From an optimization exercise on the open Yosys and OpenROAD flow, aimed at small area, a short achievable clock period and few clock cycles per item; shortcuts taken in it are not production practice. Where RTL was checked, it was by simulation tests only, not by an equivalence proof against the original. Power and IR drop assume default switching activity.

==> branch indigo <==
## tile_convert_top
module tile_convert_top
(
    input  logic                   clk,
    input  logic                   rst,
    input  logic                   comp_enb,
    output logic                   busy,
    output logic                   done,
    output logic [16-1:0] mem_addr,
    output logic                   mem_read_enb,
    input  logic [64-1:0]  mem_data_in,
    output logic [16-1:0] res_addr,
    output logic [64-1:0]  res_data_out,
    output logic                   res_write_enb
);
==> module int8_to_smag, before the edit <==
module int8_to_smag #(parameter int CUT = 2)
(
    input  conv_pkg::int8_t value,
    output conv_pkg::smag_t smag
);
    assign smag = conv_pkg::steps(conv_pkg::step1(value), 1, CUT);
endmodule
==> module smag_to_bf16, before the edit <==
module smag_to_bf16 #(parameter int CUT = 2)
(
    input  conv_pkg::smag_t smag,
    output conv_pkg::bf16_t result
);
    assign result = conv_pkg::finish(conv_pkg::steps(smag, CUT, 4));
endmodule
export LEC_CHECK = 0
export CAP_MARGIN = 20
export CORE_MARGIN = 2
export CORE_UTILIZATION = 40
export SETUP_SLACK_MARGIN = 4.5
export SLEW_MARGIN = 20
create_clock -name core_clock -period 8.0 [get_ports {clk}]
standard.sh (not shown) runs the stock make flow with config.mk's settings and CLKGATE_MAP_FILE= SYNTH_SCRIPT=/design/flow/synth_recipe.tcl, a recipe that flattens the netlist after the stock synthesis.
==> flow/flow/run.sh <==
#!/bin/bash
# Standard layout with these changes:
#  - synthesis maps the logic with ABC's area script replaced by abc.script,
#    and without the adder extraction (ADDER_MAP_FILE empty); everything else,
#    register names included, is the standard synthesis; the run stops with
#    an error if its registers differ from the standard synthesis's;
#  - the port buffers are made from the smallest buffer cell;
#  - clock tree synthesis inserts no dummy loads and uses clkbuf_4 only;
#  - one tie cell drives all constant outputs.
# Each tool's output goes to a log of its own in this folder.
set -euo pipefail
here=$(pwd)
res=$here/orfs/results/$FLOW_PLATFORM/tile_convert_top/base

# The standard synthesis, kept for its registers
bash standard.sh synth > synth_standard.log 2>&1
cp $res/1_2_yosys.v $here/standard_synth.v
rm -rf $here/orfs

# ORFS's scripts with the area ABC script replaced
cp -r $FLOW_HOME/scripts $here/scripts
cp $here/flow/abc.script $here/scripts/abc_area.script
bash standard.sh synth SCRIPTS_DIR=$here/scripts ABC_AREA=1 ADDER_MAP_FILE= > synth.log 2>&1
python3 $here/flow/sameregs.py $here/standard_synth.v $res/1_2_yosys.v > sameregs.log 2>&1

export BUFFER_PORTS_ARGS="-buffer_cell sky130_fd_sc_hd__buf_1"
export CTS_ARGS="-sink_clustering_enable -repair_clock_nets -dont_use_dummy_load -buf_list {sky130_fd_sc_hd__clkbuf_4 sky130_fd_sc_hd__clkbuf_8}"
export SKIP_REPAIR_TIE_FANOUT=1
bash standard.sh finish > standard.log 2>&1
==> flow/flow/abc.script <==
strash
dch -f
amap
strash
dch -f
amap
strash
dch -f
amap
==> flow/flow/sameregs.py <==
# sameregs.py A.v B.v: exit 0 when both netlists hold the same flip-flops
# (instance names and cell types), else 1.
import re, sys
def regs(path):
    text = open(path).read()
    return sorted(re.findall(r'^\s*(sky130_fd_sc_hd__(?:df|edf|sdf|dl)\w*)\s+(\\\S+|\w+)\s*\(', text, re.M), key=lambda t: t[1])
a, b = regs(sys.argv[1]), regs(sys.argv[2])
print(f"{len(a)} registers in {sys.argv[1]}, {len(b)} in {sys.argv[2]}")
if a != b:
    for x in sorted(set(a) ^ set(b))[:20]:
        print("differs:", x)
    sys.exit(1)
print("same registers")
==> inputs of branch raven, as changes to branch indigo <==
--- a/flow/design.v
+++ b/flow/design.v
@@ -2,62 +2,40 @@
 package conv_pkg;
     typedef logic signed [7:0] int8_t;
     typedef logic [16-1:0] bf16_t;
-    typedef logic [9:0] smag_t;
+    typedef logic [7:0] smag_t;
     typedef logic [4*16-1:0] chunk_t;
-    function automatic smag_t step1(input logic [7:0] v);
-        logic [6:0] m;
-        m = v[7] ? ((v[6:0] == 7'd0) ? 7'h7F : (~v[6:0] + 7'd1)) : v[6:0];
-        step1 = {2'b00, v[7], m};
-    endfunction
-    function automatic smag_t step2(input smag_t t);
-        logic z4;
-        z4 = (t[6:3] == 4'd0);
-        step2 = {1'b0, z4, t[7], z4 ? {t[2:0], 4'd0} : t[6:0]};
-    endfunction
-    function automatic smag_t step3(input smag_t t);
-        logic z2;
-        z2 = (t[6:5] == 2'd0);
-        step3 = {z2, t[8], t[7], z2 ? {t[4:0], 2'd0} : t[6:0]};
-    endfunction
-    function automatic smag_t step4(input smag_t t);
-        logic z1;
-        z1 = !t[6];
-        step4 = {t[9], t[8], t[7], z1, z1 ? {t[4:0], 1'b0} : t[5:0]};
-    endfunction
-    function automatic bf16_t finish(input smag_t t);
-        logic z4, z2, z1, s;
-        logic [7:0] e;
-        z2 = t[9]; z4 = t[8]; s = t[7]; z1 = t[6];
-        e[7]   = !(z4 && z2);
-        e[6:3] = {4{z4 && z2 && !z1}};
-        e[2]   = !(z4 ^ z2) && !(z4 && z2 && z1);
-        e[1]   = z2 && !(z4 && z1);
-        e[0]   = !z1;
-        finish = {s, e, t[5:0], 1'b0};
-    endfunction
-    function automatic smag_t steps(input smag_t t, input int from, input int to);
-        smag_t r;
-        r = t;
-        if (from < 2 && to >= 2) r = step2(r);
-        if (from < 3 && to >= 3) r = step3(r);
-        if (from < 4 && to >= 4) r = step4(r);
-        steps = r;
-    endfunction
 endpackage
 `timescale 1ns/100ps
-module int8_to_smag #(parameter int CUT = 2)
+module int8_to_smag
 (
     input  conv_pkg::int8_t value,
     output conv_pkg::smag_t smag
 );
-    assign smag = conv_pkg::steps(conv_pkg::step1(value), 1, CUT);
+    logic [6:0] mag;
+    assign mag = value[7] ? ((value[6:0] == 7'd0) ? 7'h7F : (~value[6:0] + 7'd1))
+                          : value[6:0];
+    assign smag = {value[7], mag};
 endmodule
-module smag_to_bf16 #(parameter int CUT = 2)
+module smag_to_bf16
 (
     input  conv_pkg::smag_t smag,
     output conv_pkg::bf16_t result
 );
-    assign result = conv_pkg::finish(conv_pkg::steps(smag, CUT, 4));
+    localparam logic [7:0] EXP_BIAS = 8'd127;
+    logic [6:0] mag;
+    logic [2:0] msb_pos;
+    logic [7:0] aligned;
+    assign mag = smag[6:0];
+    always_comb begin
+        msb_pos = 3'd0;
+        for (int i = 0; i < 7; i++) begin
+            if (mag[i])
+                msb_pos = 3'(i);    
+        end
+    end
+    assign aligned = {1'b0, mag} << (3'd7 - msb_pos);
+    assign result = (mag == 7'd0) ? 16'h0000
+                                  : {smag[7], EXP_BIAS + 8'(msb_pos), aligned[6:0]};
 endmodule
 `timescale 1ns/100ps
 module line_assembler
==> flow/flow/run.sh (replaced) <==
#!/bin/bash
# Standard layout, with the port buffers made from the smallest buffer cell.
set -euo pipefail
export BUFFER_PORTS_ARGS="-buffer_cell sky130_fd_sc_hd__buf_1"
bash standard.sh finish > standard.log 2>&1
--- a/flow/config.mk
+++ b/flow/config.mk
@@ -5,8 +5,8 @@
 export SDC_FILE = /design/flow/constraint.sdc
 export NUM_CORES = 4
 export LEC_CHECK = 0
+export ABC_AREA = 1
 export CAP_MARGIN = 20
 export CORE_MARGIN = 2
 export CORE_UTILIZATION = 40
-export SETUP_SLACK_MARGIN = 4.5
 export SLEW_MARGIN = 20
removed: flow/flow/abc.script
removed: flow/flow/sameregs.py
==> impl_results.md <==
* Initial core utilization at 41.2%
* P_clk at 0.172 mW
* Slowest Stage Delay on Critical Path at 320 ps
* Clock sink count at 41
* Unrepaired setup endpoints after global routing: false
* Outcome: timing/DRC/antenna clean
(the above is from branch raven)
==> impl_results.md <==
* Unrepaired setup endpoints after global routing: true
* Most Crowded Layer GR: met2
* ANT nets after route at 0
* Outcome: timing/DRC/antenna clean
* Fill cells at 706
* Clock sink count at 45
* Slowest Stage Delay on Critical Path at 400 ps
(the above is from branch indigo)
Testbench counts of branch indigo, summed over its fixed seeds: cycles 4,224, tiles 64.
No functional check of the RTL was part of branch raven.

==> static timing again, ports no longer ideal <==
In the flow no input, the clock included, has a driving cell. The finished layouts below were timed again as built, in two steps.
Step 1: set_driving_cell puts a clkbuf_16 on clk and a buf_2 on each other input, an assumption about the parent block.
Step 2 adds t to the input delays and takes it off the output delays; t is the mean of the earliest and latest rising clock arrival at the registers after step 1. Input paths then give back, and output paths get back, about the clock's delay inside the block.
Slacks: no drivers / after step 1 / after step 2; pairs: no drivers / after step 1.
| run | t, ns | slack for setup (ns) | worst setup path at the end | latest minus earliest clock arrival (ns) | cell pins on the clock port's net |
|---|---|---|---|---|---|
| branch indigo | 0.307 | 4.619 / 4.626 / 4.319 | input to register | 0.021 / 0.021 | 1 |
| branch raven | 0.315 | 4.368 / 4.339 / 4.654 | register to output | 0.009 / 0.008 | 1 |
After both steps setup and hold are still met in every run listed. The setup slack of branch indigo, which loses most, moves by +0.007 ns with the drivers and by -0.300 ns with both steps.
